This is an optimization exercise on Yosys and OpenROAD, whose aim is small area, not a production implementation. The RTL was checked by simulation tests, not by an equivalence proof against the original design. The clock port is modelled as an ideal driver; clocking choices that lean on that would not hold on a real chip.

==> flow/design.v, too long to show whole: its modules and the start of the top module <==
// module twiddle_mul_stage4: 1145 lines
// module tw_row2: 4 lines
// module tw_row1: 4 lines
// module tw_fa: 4 lines
// module tw_ha: 4 lines
// module tw_maj: 3 lines
// module tw_ao: 3 lines
// module tw_and: 3 lines
// module tw_xor: 3 lines
// module tw_aoi: 3 lines
// module tw_oai: 3 lines
// module tw_nand: 3 lines
// module tw_nor: 3 lines
// module tw_inv: 3 lines
// module tw_xnor: 3 lines
module twiddle_mul_stage4 (
    input  logic               clk,
    input  logic               rst,
    input  logic               in_valid,
    input  logic               in_start,
    input  logic signed [15:0] in_r,
    input  logic signed [15:0] in_i,
    output logic [1:0]         rom_4_counter,
    input  logic signed [8:0]  w_r,
    input  logic signed [8:0]  w_i,
    output logic               out_valid,
    output logic               out_last,
    output logic signed [15:0] out_r,
    output logic signed [15:0] out_i
);
  // ...
==> flow/flow/run.sh <==
#!/bin/bash
# Standard synthesis, then every cell swapped to the smallest drive strength
# of its family (flow/downsize.tcl), then the standard layout steps, whose
# timing repair sizes cells back up where the clock period needs it. After
# CTS, flow/post_cts.tcl shrinks cells that have slack to spare.
set -euo pipefail
R=orfs/results/$FLOW_PLATFORM/twiddle_mul_stage4/base
export FLOW_FLOW_DIR=$PWD/flow
bash standard.sh synth > synth.log 2>&1
cp $R/1_synth.odb 1_synth_standard.odb
LIB=$(ls $FLOW_HOME/platforms/$FLOW_PLATFORM/lib/sky130_fd_sc_hd__tt_025C_1v80.lib) \
PLATFORM_DIR=$FLOW_HOME/platforms/$FLOW_PLATFORM \
IN_ODB=1_synth_standard.odb IN_SDC=$R/1_synth.sdc OUT_ODB=$R/1_synth.odb REMOVE_BUFS=1 \
  openroad -exit -no_init flow/downsize.tcl > downsize.log 2>&1
touch $R/1_synth.sdc
rm -f 1_synth_standard.odb
bash standard.sh POST_CTS_TCL=$PWD/flow/post_cts.tcl POST_GLOBAL_ROUTE_TCL=$PWD/flow/post_grt.tcl "BUFFER_PORTS_ARGS=-buffer_cell sky130_fd_sc_hd__buf_1" "CTS_ARGS=-sink_clustering_enable -repair_clock_nets -dont_use_dummy_load -sink_clustering_size 30 -sink_clustering_max_diameter 200 -buf_list sky130_fd_sc_hd__clkbuf_4" finish > layout.log 2>&1
==> flow/flow/clkfix.tcl <==
# Upsize the clock buffers that drive flip-flop clock pins with a slew above
# the limit (in ns), one step at a time.
proc fix_clock_slew {limit} {
  for {set it 0} {$it < 4} {incr it} {
    set bad {}
    foreach pin [all_registers -clock_pins] {
      if {[get_property $pin slew_max] > $limit} {
        set net [get_nets -of_objects $pin]
        foreach d [get_pins -of_objects $net -filter "direction==output"] {
          set inst [get_cells -of_objects $d]
          dict set bad [get_full_name $inst] 1
        }
      }
    }
    if {[dict size $bad] == 0} break
    foreach iname [dict keys $bad] {
      set inst [get_cells $iname]
      set m [get_property $inst ref_name]
      set up ""
      if {$m eq "sky130_fd_sc_hd__clkbuf_2"} {set up sky130_fd_sc_hd__clkbuf_4}
      if {$m eq "sky130_fd_sc_hd__clkbuf_4"} {set up sky130_fd_sc_hd__clkbuf_8}
      if {$m eq "sky130_fd_sc_hd__clkbuf_8"} {set up sky130_fd_sc_hd__clkbuf_16}
      if {$up ne ""} { replace_cell $inst [get_lib_cells */$up] }
    }
    estimate_parasitics -placement
    puts "fix_clock_slew: pass $it upsized [dict size $bad] clock buffers"
  }
}
==> flow/flow/downsize.tcl <==
# Swap every standard cell to the smallest-area cell of the same function
# family (same name up to the drive-strength suffix), after removing the
# buffers synthesis inserted. Timing repair in the later flow steps sizes
# cells back up where the clock period needs it.
read_liberty $::env(LIB)
read_db $::env(IN_ODB)
read_sdc $::env(IN_SDC)
source $::env(PLATFORM_DIR)/setRC.tcl
set db [ord::get_db]
set block [ord::get_db_block]
set before 0.0
foreach inst [$block getInsts] {
  set m [$inst getMaster]
  set before [expr {$before + double([$m getWidth]) * [$m getHeight]}]
}
if {[info exists ::env(REMOVE_BUFS)] && $::env(REMOVE_BUFS)} {
  remove_buffers
}
array set best {}
foreach lib [$db getLibs] {
  foreach m [$lib getMasters] {
    set n [$m getName]
    if {![regexp {^(sky130_fd_sc_hd__[a-z0-9]+)_([0-9]+)$} $n -> base sz]} continue
    if {[string match *lpflow* $n] || [string match *probe* $n]} continue
    if {[get_lib_cells -quiet */$n] eq ""} continue
    set a [expr {double([$m getWidth]) * [$m getHeight]}]
    if {![info exists best($base)] || $a < [lindex $best($base) 1]} {
      set best($base) [list $m $a]
    }
  }
}
set swapped 0
foreach inst [$block getInsts] {
  set n [[$inst getMaster] getName]
  if {![regexp {^(sky130_fd_sc_hd__[a-z0-9]+)_([0-9]+)$} $n -> base sz]} continue
  if {![info exists best($base)]} continue
  set nm [lindex $best($base) 0]
  if {[$nm getName] ne $n} {
    $inst swapMaster $nm
    incr swapped
  }
}
set after 0.0
foreach inst [$block getInsts] {
  set m [$inst getMaster]
  set after [expr {$after + double([$m getWidth]) * [$m getHeight]}]
}
set dbu [$block getDbUnitsPerMicron]
puts "downsize: swapped $swapped cells, area [expr {$before/$dbu/$dbu}] -> [expr {$after/$dbu/$dbu}]"
write_db $::env(OUT_ODB)
==> flow/flow/post_cts.tcl <==
# Hooked in after CTS (POST_CTS_TCL). The tree is built from clkbuf_4;
# buffers whose flip-flops see too slow a clock edge are sized up, then
# cells with slack to spare are sized down, and placement is legalised.
source $::env(FLOW_FLOW_DIR)/clkfix.tcl
source $::env(FLOW_FLOW_DIR)/shrink.tcl
source $::env(FLOW_FLOW_DIR)/unbuffer.tcl
set_propagated_clock [all_clocks]
estimate_parasitics -placement
fix_clock_slew 0.115
unbuffer_signals
estimate_parasitics -placement
shrink_cells 0.0
detailed_placement
estimate_parasitics -placement
report_worst_slack -max
==> flow/flow/post_grt.tcl <==
# Hooked in after global routing and its timing repair (POST_GLOBAL_ROUTE_TCL):
# size down the cells that still have slack to spare with global-route
# parasitics, legalise, reroute the touched nets and rewrite the guides.
source $::env(FLOW_FLOW_DIR)/shrink.tcl
global_route -start_incremental
estimate_parasitics -global_routing
shrink_cells -0.3 -global_routing
detailed_placement
global_route -end_incremental
estimate_parasitics -global_routing
report_worst_slack -max
write_guides $::env(RESULTS_DIR)/route.guide
==> flow/flow/shrink.tcl <==
# Greedy area recovery: try each cell at the smallest drive strength of its
# family that keeps setup slack >= margin and adds no slew/cap violation.
proc shrink_cells {margin {para -placement}} {
  set db [ord::get_db]
  set block [ord::get_db_block]
  array set fam {}
  foreach lib [$db getLibs] {
    foreach m [$lib getMasters] {
      set n [$m getName]
      if {![regexp {^(sky130_fd_sc_hd__[a-z0-9]+)_([0-9]+)$} $n -> base sz]} continue
      if {[string match *lpflow* $n] || [string match *probe* $n]} continue
      if {[get_lib_cells -quiet */$n] eq ""} continue
      lappend fam($base) [list [expr {double([$m getWidth]) * [$m getHeight]}] $n]
    }
  }
  foreach b [array names fam] { set fam($b) [lsort -real -index 0 $fam($b)] }
  set cands {}
  foreach inst [$block getInsts] {
    set n [[$inst getMaster] getName]
    if {![regexp {^(sky130_fd_sc_hd__[a-z0-9]+)_([0-9]+)$} $n -> base sz]} continue
    if {[string match *clkbuf* $n] || [string match *clkinv* $n] || [string match *dlygate* $n] || [string match *clkdlybuf* $n]} continue
    if {![info exists fam($base)]} continue
    set m [$inst getMaster]
    set a [expr {double([$m getWidth]) * [$m getHeight]}]
    if {$a <= [lindex $fam($base) 0 0]} continue
    lappend cands [list $a [$inst getName] $base $n]
  }
  set cands [lsort -real -decreasing -index 0 $cands]
  set ws0 [sta::worst_slack_cmd max]
  set thr [expr {min($ws0, $margin * 1e-9)}]
  set vs0 [sta::max_slew_violation_count]
  set vc0 [sta::max_capacitance_violation_count]
  set saved 0.0
  set nsw 0
  foreach c $cands {
    lassign $c a iname base orig
    set inst [get_cells $iname]
    foreach alt $fam($base) {
      lassign $alt aa an
      if {$aa >= $a} break
      replace_cell $inst [get_lib_cells */$an]
      estimate_parasitics $para
      if {[sta::worst_slack_cmd max] >= $thr && [sta::max_slew_violation_count] <= $vs0 && [sta::max_capacitance_violation_count] <= $vc0} {
        set saved [expr {$saved + $a - $aa}]
        incr nsw
        break
      }
      replace_cell $inst [get_lib_cells */$orig]
      estimate_parasitics $para
    }
  }
  puts "shrink: resized $nsw cells, saved [format %.1f [expr {$saved / 1e6}]] um2"
}
==> flow/flow/unbuffer.tcl <==
# Remove the signal buffers that placement-time repair inserted (not the
# port buffers and not the clock tree); the repair after global routing puts
# back the ones slew, capacitance or timing still need.
proc unbuffer_signals {} {
  set list {}
  foreach inst [get_cells *] {
    set m [get_property $inst ref_name]
    if {![regexp {__(buf|clkbuf)_[0-9]+$} $m]} continue
    set name [get_full_name $inst]
    if {[string match input* $name] || [string match output* $name]} continue
    set out [get_pins -of_objects $inst -filter "direction==output"]
    set in [get_pins -of_objects $inst -filter "direction==input"]
    set onet [get_nets -of_objects $out]
    set inet [get_nets -of_objects $in]
    if {[get_ports -quiet [get_full_name $onet]] ne "" || [get_ports -quiet [get_full_name $inet]] ne ""} continue
    set clk 0
    foreach p [get_pins -of_objects $onet -filter "direction==input"] {
      set c [get_cells -of_objects $p]
      set r [get_property $c ref_name]
      if {[string match *clkbuf* $r] || [string match *dfxtp* $r] && [get_property $p name] eq "CLK"} { set clk 1 }
    }
    if {[sta::is_clock_src $inet] || $clk} continue
    lappend list $inst
  }
  puts "unbuffer_signals: removing [llength $list] buffers"
  if {[llength $list]} { remove_buffers $list }
}
==> flow/standard.sh <==
#!/bin/bash
# synth_recipe.tcl (not shown) runs the flow's synth.tcl, then flattens the netlist and writes it again
# the make line also repeats each setting of config.mk as NAME=value (left out here)
make -C /OpenROAD-flow-scripts/flow DESIGN_CONFIG=/design/flow/config.mk WORK_HOME=/design/flow/orfs CLKGATE_MAP_FILE= SYNTH_SCRIPT=/design/flow/synth_recipe.tcl "${@:-finish}"
==> flow/config.mk <==
export PLATFORM = sky130hd
export DESIGN_NAME = twiddle_mul_stage4
export DESIGN_NICKNAME = twiddle_mul_stage4
export VERILOG_FILES = /design/flow/design.v
export SDC_FILE = /design/flow/constraint.sdc
export NUM_CORES = 4
export LEC_CHECK = 0
export CAP_MARGIN = 0
export CORE_MARGIN = 2
export CORE_UTILIZATION = 40
export CTS_BUF_LIST = sky130_fd_sc_hd__clkbuf_4
export SETUP_SLACK_MARGIN = -0.2
export SLEW_MARGIN = 0
export SYNTH_HIERARCHICAL = 1
==> flow/constraint.sdc <==
create_clock -name core_clock -period 7.0 [get_ports {clk}]
set_input_delay 1.4000 -clock core_clock [delete_from_list [all_inputs] [get_ports {clk}]]
set_output_delay 1.4000 -clock core_clock [all_outputs]
set_load 0.01 [all_outputs]
==> key figures, run 1 <==
Place
  • Detailed placement HPWL: between 30000 and 40000 um
  • Routability Congestion: around 0.85
  • DP Area: 17900 um2
  • Buffers on Ports: 89
  • Dpl ws: 0.318 ns
  • Placed cells: approximately 2200

Status
  • First Err: Error: cts.tcl, 90 TypeError in method 'is_clock_src', argument 1 of type 'Pin const *'
  • Status: did not finish
  • Exit stage: clock tree synthesis (4_1_cts)

Die
  • Num rows: 73
  • Die width: between 200 and 250 um
  • DIE HEIGHT: 204 um
  • Starting density of the core: 40.4%
  • Boundary pin count: 90

Yosys
  • Mean Syn Cell Area: between 10 and 15 um2
  • Mapped Cells: 1491
  • Synth Cell Area: 16000 um2
  • Yosys warning count: 7
==> run 2: changes to the inputs <==
--- a/flow/design.v
+++ b/flow/design.v
@@ -1115,33 +1115,75 @@
     wire isq896;
     tw_xnor u_isq896 (.a(f782), .b(isx878), .y(isq896));
     wire isq897;
     tw_xor u_isq897 (.a(isg823), .b(isx866), .y(isq897));
     wire isq898;
     tw_xnor u_isq898 (.a(h784), .b(isx879), .y(isq898));
     wire [25:0] im_sum = {isq898, isq897, isq896, isq895, isq894, isq893, isq892, isq891, isq890, isq889, isq888, isq887, isq886, isq885, isq884, isq883, isq882, isq881, isq880, 1'b0, 1'b0, 1'b0, 1'b0, 1'b0, 1'b0, 1'b0};
     wire re_sat_ovf = ~(&re_sum[25:22] | ~|re_sum[25:22]);
-    wire [15:0] re_sat = re_sat_ovf ? {re_sum[25], {15{~re_sum[25]}}} : re_sum[22:7];
+    wire re_sat_ka = ~re_sat_ovf;
+    wire re_sat_kb = re_sat_ovf & ~re_sum[25];
+    wire re_sat_kc = re_sat_ovf & re_sum[25];
+    wire [15:0] re_sat;
+    tw_ao u_re_sat0 (.a(re_sum[7]), .b(re_sat_ka), .c(re_sat_kb), .y(re_sat[0]));
+    tw_ao u_re_sat1 (.a(re_sum[8]), .b(re_sat_ka), .c(re_sat_kb), .y(re_sat[1]));
+    tw_ao u_re_sat2 (.a(re_sum[9]), .b(re_sat_ka), .c(re_sat_kb), .y(re_sat[2]));
+    tw_ao u_re_sat3 (.a(re_sum[10]), .b(re_sat_ka), .c(re_sat_kb), .y(re_sat[3]));
+    tw_ao u_re_sat4 (.a(re_sum[11]), .b(re_sat_ka), .c(re_sat_kb), .y(re_sat[4]));
+    tw_ao u_re_sat5 (.a(re_sum[12]), .b(re_sat_ka), .c(re_sat_kb), .y(re_sat[5]));
+    tw_ao u_re_sat6 (.a(re_sum[13]), .b(re_sat_ka), .c(re_sat_kb), .y(re_sat[6]));
+    tw_ao u_re_sat7 (.a(re_sum[14]), .b(re_sat_ka), .c(re_sat_kb), .y(re_sat[7]));
+    tw_ao u_re_sat8 (.a(re_sum[15]), .b(re_sat_ka), .c(re_sat_kb), .y(re_sat[8]));
+    tw_ao u_re_sat9 (.a(re_sum[16]), .b(re_sat_ka), .c(re_sat_kb), .y(re_sat[9]));
+    tw_ao u_re_sat10 (.a(re_sum[17]), .b(re_sat_ka), .c(re_sat_kb), .y(re_sat[10]));
+    tw_ao u_re_sat11 (.a(re_sum[18]), .b(re_sat_ka), .c(re_sat_kb), .y(re_sat[11]));
+    tw_ao u_re_sat12 (.a(re_sum[19]), .b(re_sat_ka), .c(re_sat_kb), .y(re_sat[12]));
+    tw_ao u_re_sat13 (.a(re_sum[20]), .b(re_sat_ka), .c(re_sat_kb), .y(re_sat[13]));
+    tw_ao u_re_sat14 (.a(re_sum[21]), .b(re_sat_ka), .c(re_sat_kb), .y(re_sat[14]));
+    tw_ao u_re_sat15 (.a(re_sum[22]), .b(re_sat_ka), .c(re_sat_kc), .y(re_sat[15]));
     wire im_sat_ovf = ~(&im_sum[25:22] | ~|im_sum[25:22]);
-    wire [15:0] im_sat = im_sat_ovf ? {im_sum[25], {15{~im_sum[25]}}} : im_sum[22:7];
+    wire im_sat_ka = ~im_sat_ovf;
+    wire im_sat_kb = im_sat_ovf & ~im_sum[25];
+    wire im_sat_kc = im_sat_ovf & im_sum[25];
+    wire [15:0] im_sat;
+    tw_ao u_im_sat0 (.a(im_sum[7]), .b(im_sat_ka), .c(im_sat_kb), .y(im_sat[0]));
+    tw_ao u_im_sat1 (.a(im_sum[8]), .b(im_sat_ka), .c(im_sat_kb), .y(im_sat[1]));
+    tw_ao u_im_sat2 (.a(im_sum[9]), .b(im_sat_ka), .c(im_sat_kb), .y(im_sat[2]));
+    tw_ao u_im_sat3 (.a(im_sum[10]), .b(im_sat_ka), .c(im_sat_kb), .y(im_sat[3]));
+    tw_ao u_im_sat4 (.a(im_sum[11]), .b(im_sat_ka), .c(im_sat_kb), .y(im_sat[4]));
+    tw_ao u_im_sat5 (.a(im_sum[12]), .b(im_sat_ka), .c(im_sat_kb), .y(im_sat[5]));
+    tw_ao u_im_sat6 (.a(im_sum[13]), .b(im_sat_ka), .c(im_sat_kb), .y(im_sat[6]));
+    tw_ao u_im_sat7 (.a(im_sum[14]), .b(im_sat_ka), .c(im_sat_kb), .y(im_sat[7]));
+    tw_ao u_im_sat8 (.a(im_sum[15]), .b(im_sat_ka), .c(im_sat_kb), .y(im_sat[8]));
+    tw_ao u_im_sat9 (.a(im_sum[16]), .b(im_sat_ka), .c(im_sat_kb), .y(im_sat[9]));
+    tw_ao u_im_sat10 (.a(im_sum[17]), .b(im_sat_ka), .c(im_sat_kb), .y(im_sat[10]));
+    tw_ao u_im_sat11 (.a(im_sum[18]), .b(im_sat_ka), .c(im_sat_kb), .y(im_sat[11]));
+    tw_ao u_im_sat12 (.a(im_sum[19]), .b(im_sat_ka), .c(im_sat_kb), .y(im_sat[12]));
+    tw_ao u_im_sat13 (.a(im_sum[20]), .b(im_sat_ka), .c(im_sat_kb), .y(im_sat[13]));
+    tw_ao u_im_sat14 (.a(im_sum[21]), .b(im_sat_ka), .c(im_sat_kb), .y(im_sat[14]));
+    tw_ao u_im_sat15 (.a(im_sum[22]), .b(im_sat_ka), .c(im_sat_kc), .y(im_sat[15]));
     logic [15:0] r2_q, i2_q;
     always_ff @(posedge clk) begin
         r2_q <= re_sat;
         i2_q <= im_sat;
     end
     logic [15:0] out_r_q, out_i_q;
+    wire        v2n = ~v2_q;
+    wire [15:0] or_t, oi_t, or_d, oi_d;
+    genvar gj;
+    for (gj = 0; gj < 16; gj++) begin : g_out
+        tw_aoi22 u_rt (.a(v2_q), .b(r2_q[gj]), .c(v2n), .d(out_r_q[gj]), .y(or_t[gj]));
+        tw_aoi22 u_it (.a(v2_q), .b(i2_q[gj]), .c(v2n), .d(out_i_q[gj]), .y(oi_t[gj]));
+        tw_nor   u_rd (.a(rst), .b(or_t[gj]), .y(or_d[gj]));
+        tw_nor   u_id (.a(rst), .b(oi_t[gj]), .y(oi_d[gj]));
+    end
     always_ff @(posedge clk) begin
-        if (rst) begin
-            out_r_q <= 16'd0;
-            out_i_q <= 16'd0;
-        end else if (v2_q) begin
-            out_r_q <= r2_q;
-            out_i_q <= i2_q;
-        end
+        out_r_q <= or_d;
+        out_i_q <= oi_d;
     end
     assign out_valid = out_valid_q;
     assign out_last  = out_last_q;
     assign out_r     = out_r_q;
     assign out_i     = out_i_q;
 endmodule
 module tw_row2 (input logic [15:0] x, input logic s1, s2, n, output logic [16:0] p);
     wire [16:0] t = (({x[15], x} & {17{s1}}) | ({x, 1'b0} & {17{s2}})) ^ {17{n}};
@@ -1184,8 +1226,11 @@
     assign y = ~(a | b);
 endmodule
 module tw_inv (input logic a, output logic y);
     assign y = ~a;
 endmodule
 module tw_xnor (input logic a, b, output logic y);
     assign y = ~(a ^ b);
 endmodule
+module tw_aoi22 (input logic a, b, c, d, output logic y);
+    assign y = ~((a & b) | (c & d));
+endmodule
==> flow/flow/post_cts.tcl (replaced) <==
# Hooked in after CTS (POST_CTS_TCL). The tree is built from clkbuf_4;
# buffers whose flip-flops see too slow a clock edge are sized up, then
# cells with slack to spare are sized down, and placement is legalised.
source $::env(FLOW_FLOW_DIR)/clkfix.tcl
source $::env(FLOW_FLOW_DIR)/shrink.tcl
set_propagated_clock [all_clocks]
estimate_parasitics -placement
fix_clock_slew 0.115
shrink_cells 0.0
detailed_placement
estimate_parasitics -placement
report_worst_slack -max
removed: flow/flow/unbuffer.tcl
==> run 2 against run 1 <==
Synthesized cell count is 1.5% lower. Area after synthesis is 0.55% lower. Now clean on timing, DRC and antenna.
==> key figures, run 2 <==
Job
  • MaxCap Viol Count: 0

Timing
  • Period utilisation layout: 97.2%
  • Relative slew slack: ~22%
  • Final Hold Viols: 0
  • Slew @ Worst Pin: 1.17 ns
  • Tmin final: 6.80 ns
  • Setup TNS: 0 ns
  • Final setup violation count: 0
  • Fmax: 147 MHz
  • Final number of max-transition violations: 0
  • Max Clock Skew: 0.0482 ns

Clocking
  • Clock Sinks: between 100 and 150
  • Worst-path clk slew: 0.10 ns
  • CTS tree: done
  • Clk latency of the worst-skew pair: 0.67 ns

Die
  • Boundary pin count: 90 (unchanged)
  • DIE HEIGHT: 204 um (-0.27%)
  • Die width: 204 um (-0.27%)
  • Die area: 41400 um2
  • Starting density of the core: 40.3% (-0.13 points)
  • Area of the core: 39500 um2
  • Num rows: 73 (unchanged)

Status
  • Status: timing/DRC/antenna clean

Detailed routing
  • DRC Markers: 0
  • Final WL: 45000 um
  • 1st-iter DRT viols: 915
  • First-pass DRT Iterations: 7
  • Vias: between 10000 and 15000
  • DRT antenna net count: 0
  • Drt wl/cell: just over 20 um
  • Vias per inst: 5.56

Critical path
  • Crit. End Element: flip-flop
  • CP max FO: 32
  • Kind of critical path: flip-flop to flip-flop
  • FF-to-FF setup slack: approximately 0.20 ns
  • R2R cell count: 23
  • R2R Path End: i2_q[4]$_DFF_P_
  • FF-to-FF Start: md[5]$_DFF_P_
  • Worst endpoint required time: approximately 7.6 ns
  • Kind of start point of the critical path: flip-flop
  • CP arrival: 7.38 ns

Yosys
  • Synth Cell Area: 15900 um2 (-0.55%)
  • Mean Syn Cell Area: 10.8 um2 (+1.0%)
  • Yosys warning count: 7 (unchanged)
  • Mapped Cells: 1468 (-1.5%)

GRT
  • GRT Overall Usage: 22.8%
  • GR Overflow Total: 0
  • Antenna violations before repair: 1
  • First-pass GRT wire length: roughly 73000 um
  • Largest net degree at the start of global routing: slightly above 40
  • Vias in the first global route: 13300

Place
  • Buffers on Ports: 89 (unchanged)
  • Routability Congestion: 0.822 (-3.8%)
  • Detailed placement HPWL: 32100 um (-5.4%)

Min path
  • Hold Path End: l2_q$_DFF_P_
  • Hold_sp: l1_q$_DFF_P_
  • Hold path cells: 0
  • Hold WC Path Type: flip-flop to flip-flop

Finish
  • Most common cell after layout, fill and taps aside: xnor2_1
  • Fraction of layout cells with a size suffix above 1: 4.18%
  • Nets@finish: 2077
  • Commonest cells after routing, fill and taps aside: xnor2_1, fa_1, a22oi_1, buf_1, dfxtp_1
  • Layout area overhead: 10.7%
run 2: worst max-delay path: stages, from the launching register on:
cell	delay (ns)
dfxtp_1	0.55
nand2b_1	0.10
o21ai_0	0.17
buf_4	0.42
a22oi_1	0.15
xnor2_1	0.28
fa_1	0.55
fa_1	0.45
fa_1	0.46
fa_1	0.52
fa_1	0.42
ha_1	0.34
nand2_1	0.08
o21ai_0	0.15
a21oi_1	0.10
o21ai_0	0.29
inv_1	0.06
o21ai_0	0.27
a21oi_1	0.13
xnor2_1	0.19
or4_1	0.49
nand2_1	0.11
buf_2	0.29
a21o_1	0.15
run 2: worst max-delay path by stage:
stage	startpoint	end	slack, ns	cells after the start
6_report	md[5]$_DFF_P_	i2_q[4]$_DFF_P_	0.20	23
3_5_place_dp	mc[2]$_DFF_P_	r2_q[13]$_DFF_P_	-0.08	22
3_3_place_gp	mc[2]$_DFF_P_	r2_q[4]$_DFF_P_	0.02	24
2_1_floorplan	md[1]$_DFF_P_	r2_q[0]$_DFF_P_	-0.16	24
run 2: stage by stage:
stage	util (%)	area, um2	std cells	worst slack, ns	hold WS, ns
2_1_floorplan	-	16100	1469	-0.155	0.310
3_3_place_gp	45.4	17900	2180	0.0225	0.312
3_5_place_dp	45.4	17900	2180	-0.0762	0.312
6_report	44.6	17600	2201	0.199	0.364
run 2: area by class of cell:
cell class | count | area, um2
Tap cell | 525 | 657
Sequential cell | 125 | 2500
Timing Repair Buffer | 188 | 821
Multi-Input combinational cell | 1312 | 13300
Clock buffer | 17 | 159
Inverter | 33 | 135
Fill cell | 3858 | 21900
Antenna cell | 1 | 2.50
run 2: metal layers:
layer	vias up	global-route usage [%]	wire, um
met5	-	0	0
met4	0	7.14	870
met3	56	4.27	2570
met2	402	37.2	21600
met1	6209	30.7	19900
li1	5560	-	-
==> run 3: changes to the inputs <==
--- a/flow/flow/run.sh
+++ b/flow/flow/run.sh
@@ -2,6 +2,13 @@
 # Standard synthesis, then every cell swapped to the smallest drive strength
 # of its family (flow/downsize.tcl), then the standard layout steps, whose
-# timing repair sizes cells back up where the clock period needs it. After
-# CTS, flow/post_cts.tcl shrinks cells that have slack to spare.
+# timing repair sizes cells back up where the clock period needs it.
+# Changes to the standard layout steps:
+#  - ports get sky130_fd_sc_hd__buf_1 buffers (BUFFER_PORTS_ARGS);
+#  - the clock tree is built from clkbuf_4 without dummy loads (CTS_ARGS);
+#  - after CTS, flow/post_cts.tcl sizes up the clock buffers whose flip-flops
+#    see a slow clock edge and sizes down cells with slack to spare;
+#  - after global routing, flow/post_grt.tcl sizes down cells again.
+# Each tool's output goes to synth.log, downsize.log and layout.log here, and
+# ORFS keeps its per-step logs under orfs/logs.
 set -euo pipefail
 R=orfs/results/$FLOW_PLATFORM/twiddle_mul_stage4/base
==> flow/flow/post_grt.tcl (replaced) <==
source $::env(FLOW_FLOW_DIR)/shrink.tcl
global_route -start_incremental
estimate_parasitics -global_routing
shrink_cells -0.3 -global_routing
detailed_placement
global_route -end_incremental
estimate_parasitics -global_routing
report_worst_slack -max
write_guides $::env(RESULTS_DIR)/route.guide
==> run 3 against run 2 <==
Still clean. Sequential cell count stayed put. Final cell count stayed put. Worst setup slack stayed put. Routed wire length stayed put. Fmax stayed put. Critical path depth stayed put. Register-to-register slack hardly changed. Largest cell class unchanged. Highest routed layer unchanged.
==> key figures, run 3 <==
Critical path
  • Kind of critical path: flip-flop to flip-flop
  • Kind of start point of the critical path: flip-flop
  • Worst endpoint required time: 7.58 ns (about the same)
  • CP arrival: 7.38 ns (about the same)
  • Crit. End Element: flip-flop
  • CP max FO: 32 (unchanged)

GRT
  • Largest net degree at the start of global routing: 41 (unchanged)
  • GR Overflow Total: 0 (unchanged)
  • Vias in the first global route: 13300 (unchanged)
  • Antenna violations before repair: 1 (unchanged)
  • First-pass GRT wire length: 73400 um (unchanged)
  • GRT Overall Usage: 22.8% (unchanged)

Place
  • Buffers on Ports: 89 (unchanged)
  • Routability Congestion: 0.822 (unchanged)
  • Detailed placement HPWL: 32100 um (unchanged)

Timing
  • Final Hold Viols: 0 (unchanged)
  • Hold slack: 0.364 ns (unchanged)
  • Max Clock Skew: 0.0482 ns (unchanged)
  • Final number of max-transition violations: 0 (unchanged)
  • Tmin final: 6.80 ns (unchanged)
  • Slew @ Worst Pin: 1.17 ns (unchanged)
  • Relative slew slack: 22.0% (unchanged)
  • Fmax: 147 MHz (unchanged)
  • Period utilisation layout: 97.2% (unchanged)
  • Final setup violation count: 0 (unchanged)

Clocking
  • Worst-path clk slew: 0.10 ns (about the same)
  • Clock Sinks: 125 (unchanged)
  • CTS tree: done
  • Clk latency of the worst-skew pair: 0.67 ns (about the same)

Detailed routing
  • Drt wl/cell: 20.4 um (unchanged)
  • Final WL: 45000 um (unchanged)
  • DRT antenna net count: 0 (unchanged)
  • Vias: 12200 (unchanged)
  • First-pass DRT Iterations: 7 (unchanged)
  • 1st-iter DRT viols: 915 (unchanged)
  • DRC Markers: 0 (unchanged)
  • Vias per inst: 5.56 (unchanged)

Yosys
  • Synth Cell Area: 15900 um2 (unchanged)
  • Yosys warning count: 7 (unchanged)
  • Mean Syn Cell Area: 10.8 um2 (unchanged)
  • Mapped Cells: 1468 (unchanged)

Finish
  • Nets@finish: 2077 (unchanged)
  • Layout area overhead: 10.7% (unchanged)
  • Most common cell after layout, fill and taps aside: xnor2_1
  • Commonest cells after routing, fill and taps aside: xnor2_1, fa_1, a22oi_1, buf_1, dfxtp_1
  • Fraction of layout cells with a size suffix above 1: 4.18% (unchanged)
  • Filler instances: 3858 (unchanged)
  • Fin util: 44.6% (unchanged)
  • Multi-input logic area: 13300 um2 (unchanged)
  • Storage cell area: 2500 um2 (unchanged)

Status
  • Status: timing/DRC/antenna clean

Min path
  • Hold WC Path Type: flip-flop to flip-flop

Die
  • DIE HEIGHT: 204 um (unchanged)
  • Boundary pin count: 90 (unchanged)
  • Area of the core: 39500 um2 (unchanged)
  • Die width: 204 um (unchanged)
  • Num rows: 73 (unchanged)
  • Starting density of the core: 40.3% (unchanged)
  • Die area: 41400 um2 (unchanged)

Job
  • MaxCap Viol Count: 0 (unchanged)
[run 3: layer usage]
layer | track usage (%) | up-vias | part of all wire (%) | routed length (um)
li1 | - | 5560 | - | -
met3 | 4.27 | 56 | 5.7 | 2570
met1 | 30.7 | 6209 | 44 | 19900
met4 | 7.14 | 0 | 1.9 | 870
met2 | 37.2 | 402 | 48 | 21600
met5 | 0 | - | 0 | 0
[run 3: worst paths after layout]
path / startpoint / to / slack, ns / cells past startpoint
max: md[5]$_DFF_P_ / i2_q[4]$_DFF_P_ / 0.20 / 23
min: l1_q$_DFF_P_ / l2_q$_DFF_P_ / 0.36 / 0
max reg2reg: md[5]$_DFF_P_ / i2_q[4]$_DFF_P_ / 0.20 / 23
min reg2reg: l1_q$_DFF_P_ / l2_q$_DFF_P_ / 0.36 / 0
[run 3: cell type report]
type	instances	area share, %
Antenna cell	1	0.0142
Tap cell	525	3.73
Multi-Input combinational cell	1312	75.7
Clock buffer	17	0.902
Timing Repair Buffer	188	4.66
Sequential cell	125	14.2
Inverter	33	0.767
[run 3: critical path: stages (launching register included)]
cell and delay (ns):
dfxtp_1 0.55, nand2b_1 0.10, o21ai_0 0.17, buf_4 0.42, a22oi_1 0.15, xnor2_1 0.28
fa_1 0.55, fa_1 0.45, fa_1 0.46, fa_1 0.52, fa_1 0.42, ha_1 0.34
nand2_1 0.08, o21ai_0 0.15, a21oi_1 0.10, o21ai_0 0.29, inv_1 0.06, o21ai_0 0.27
a21oi_1 0.13, xnor2_1 0.19, or4_1 0.49, nand2_1 0.11, buf_2 0.29, a21o_1 0.15
[run 3: per-stage QoR]
stage	setup WS, ns	cell area [um2]	cells	setup TNS [ns]
finish	0.199	17600	2201	0
detailed placement	-0.0762	17900	2180	-1.48
global placement	0.0225	17900	2180	0
floorplan	-0.155	16100	1469	-3.35
==> run 4: changes to the inputs <==
--- a/flow/config.mk
+++ b/flow/config.mk
@@ -10,4 +10,5 @@
 export CORE_UTILIZATION = 40
 export CTS_BUF_LIST = sky130_fd_sc_hd__clkbuf_4
+export PLACE_DENSITY = 0.7
 export SETUP_SLACK_MARGIN = -0.2
 export SLEW_MARGIN = 0
==> run 4 against run 3 <==
Die area did not move. Sequential cell count unchanged. First-iteration DRC count up 9.9%. Clock skew fell by 0.015 ns. Still clean. Register-to-register slack worse by 0.05 ns.
==> key figures, run 4 <==
Status
  • Status: timing/DRC/antenna clean

Clocking
  • Worst-path clk slew: 0.10 ns (about the same)
  • Clock Sinks: 125 (unchanged)
  • CTS tree: done
  • Clk latency of the worst-skew pair: 0.65 ns (-0.02 ns)

Job
  • MaxCap Viol Count: 0 (unchanged)

Yosys
  • Mapped Cells: 1468 (unchanged)
  • Yosys warning count: 7 (unchanged)
  • Synth Cell Area: 15900 um2 (unchanged)
  • Mean Syn Cell Area: 10.8 um2 (unchanged)

Critical path
  • CP arrival: 7.43 ns (+0.05 ns)
  • Crit path buffers/inverters: 3 (unchanged)
  • Most used cell, CP: fa_1
  • Worst endpoint required time: 7.58 ns (about the same)
  • Kind of start point of the critical path: flip-flop
  • CP max stage delay: 0.50 ns (-0.05 ns)
  • Kind of critical path: flip-flop to flip-flop
  • Slowest cell on crit path: fa_1
  • CP top delay family: adder cells
  • Crit. End Element: flip-flop
  • Crit-path cells: xor2_4 > buf_1 > a22oi_1 > xnor2_1 > fa_1 > fa_1 > fa_1 > fa_1 > fa_1 > ha_1 > nand2_1 > nor2_1 > nand2_1 > o21ai_0 > inv_1 > o21ai_0 > a21oi_1 > xnor2_1 > or4_1 > nand2_1 > buf_2 > a21o_1
  • CP max FO: 16 (-50%)

Detailed routing
  • Top routing layer in use: met4
  • DRC Markers: 0 (unchanged)
  • First-pass DRT Iterations: 6 (-1)
  • Final WL: 45000 um (about the same)
  • DRT antenna net count: 0 (unchanged)
  • 1st-iter DRT viols: 1006 (+9.9%)
  • Vias: 12500 (+2.0%)
  • Met1 wire length: 17900 um (-10%)
  • Met2 wire len: 21800 um (+0.84%)
  • Vias per inst: 5.69 (+2.4%)
  • Met3 WL: 3940 um (+53%)
  • Drt wl/cell: 20.5 um (+0.32%)

Timing
  • Period utilisation layout: 97.9% (+0.70 points)
  • Tmin final: 6.85 ns (+0.0492 ns)
  • Final setup violation count: 0 (unchanged)
  • Setup TNS: 0 ns (unchanged)
  • Max Clock Skew: 0.0328 ns (-0.0153 ns)
  • Relative slew slack: 14.1% (-7.9 points)
  • Final Hold Viols: 0 (unchanged)
  • Fmax: 146 MHz (-0.72%)
  • Slew @ Worst Pin: 1.29 ns (+0.119 ns)
  • Hold slack: 0.358 ns (-0.00607 ns)
  • Final number of max-transition violations: 0 (unchanged)

Die
  • Boundary pin count: 90 (unchanged)
  • Starting density of the core: 40.3% (unchanged)
  • DIE HEIGHT: 204 um (unchanged)
  • Num rows: 73 (unchanged)
  • Die width: 204 um (unchanged)
  • Die area: 41400 um2 (unchanged)
  • Area of the core: 39500 um2 (unchanged)

GRT
  • GR Overflow Total: 0 (unchanged)
  • First-pass GRT wire length: 74000 um (+0.90%)
  • Vias in the first global route: 13600 (+2.3%)
  • Largest net degree at the start of global routing: 41 (unchanged)
  • GRT Overall Usage: 22.8% (+0.035 points)
  • Antenna violations before repair: 1 (unchanged)

Finish
  • Filler instances: 3793 (-1.7%)
  • Commonest cells after routing, fill and taps aside: xnor2_1, fa_1, a22oi_1, buf_1, dfxtp_1
  • Fraction of layout cells with a size suffix above 1: 3.90% (-0.28 points)
  • Most common cell after layout, fill and taps aside: xnor2_1
  • Layout area overhead: 10.2%
  • Nets@finish: 2068 (-0.43%)

Place
  • Routability Congestion: 0.872 (+6.0%)
  • Buffers on Ports: 89 (unchanged)
  • Detailed placement HPWL: 32000 um (-0.31%)

Min path
  • Hold WC Path Type: flip-flop to flip-flop
run 4: path summary, 6_finish.rpt:
check | start | cells past startpoint | endpoint | slack, ns
setup / recovery | mc[6]$_DFF_P_ | 22 | r2_q[0]$_DFF_P_ | 0.15
hold / removal | l1_q$_DFF_P_ | 0 | l2_q$_DFF_P_ | 0.36
setup reg to reg | mc[6]$_DFF_P_ | 22 | r2_q[0]$_DFF_P_ | 0.15
hold reg to reg | l1_q$_DFF_P_ | 0 | l2_q$_DFF_P_ | 0.36
run 4: worst reg2reg max path, stage by stage, from the launching register on:
cell and delay [ns]:
dfxtp_1 0.44, xor2_4 0.50, buf_1 0.46, a22oi_1 0.19, xnor2_1 0.24, fa_1 0.50, fa_1 0.48, fa_1 0.48
fa_1 0.41, fa_1 0.47, ha_1 0.34, nand2_1 0.08, nor2_1 0.16, nand2_1 0.07, o21ai_0 0.29, inv_1 0.07
o21ai_0 0.28, a21oi_1 0.13, xnor2_1 0.19, or4_1 0.47, nand2_1 0.11, buf_2 0.29, a21o_1 0.16
run 4: per-stage QoR:
stage | setup WS [ns] | instances | instance area, um2 | util, %
floorplan | -0.155 | 1469 | 16100 | -
global placement | 0.371 | 2173 | 17900 | 45.2
detailed placement | 0.325 | 2173 | 17900 | 45.2
finish | 0.150 | 2192 | 17500 | 44.4
run 4: cell type report:
cell class | instances | area [um2] | area share (%)
clock buffers | 17 | 146 | 0.834
inverters | 33 | 135 | 0.770
well taps | 525 | 657 | 3.74
diodes | 1 | 2.50 | 0.0143
multi-input cells | 1312 | 13300 | 76.0
repair buffers | 179 | 759 | 4.33
flip-flops and latches | 125 | 2500 | 14.3
run 4: layer usage:
layer / track usage [%] / up-vias
met5: 0 / -
met2: 37.3 / 636
met3: 5.62 / 104
met1: 28.9 / 6181
met4: 9.75 / 0
li1: - / 5545

==> separate check: timing with driven ports <==
No port has a modelled driver above. Below, the same layouts with a new extraction and two added sets of constraints.
Step 1, drivers: a clkbuf_16 drives clk and a buf_2 each remaining input, both assumed.
Step 2 times the ports against the registers' clock, not the clock port: input delays grow and output delays shrink by t, the midpoint of the rising clock arrivals with the driver on.
Three values: ideal ports, drivers, drivers and shift; two values: the first two.
| run | t (ns) | setup slack, ns | worst setup path at the end | worst data-port slew with drivers (ns) |
|---|---|---|---|---|
| run 2 | 0.691 | 0.199 / 0.199 / 0.199 | register to register | 0.05 |
| run 3 | 0.691 | 0.199 / 0.199 / 0.199 | register to register | 0.05 |
| run 4 | 0.675 | 0.150 / 0.150 / 0.150 | register to register | 0.05 |
After both steps every run listed still meets setup and hold.
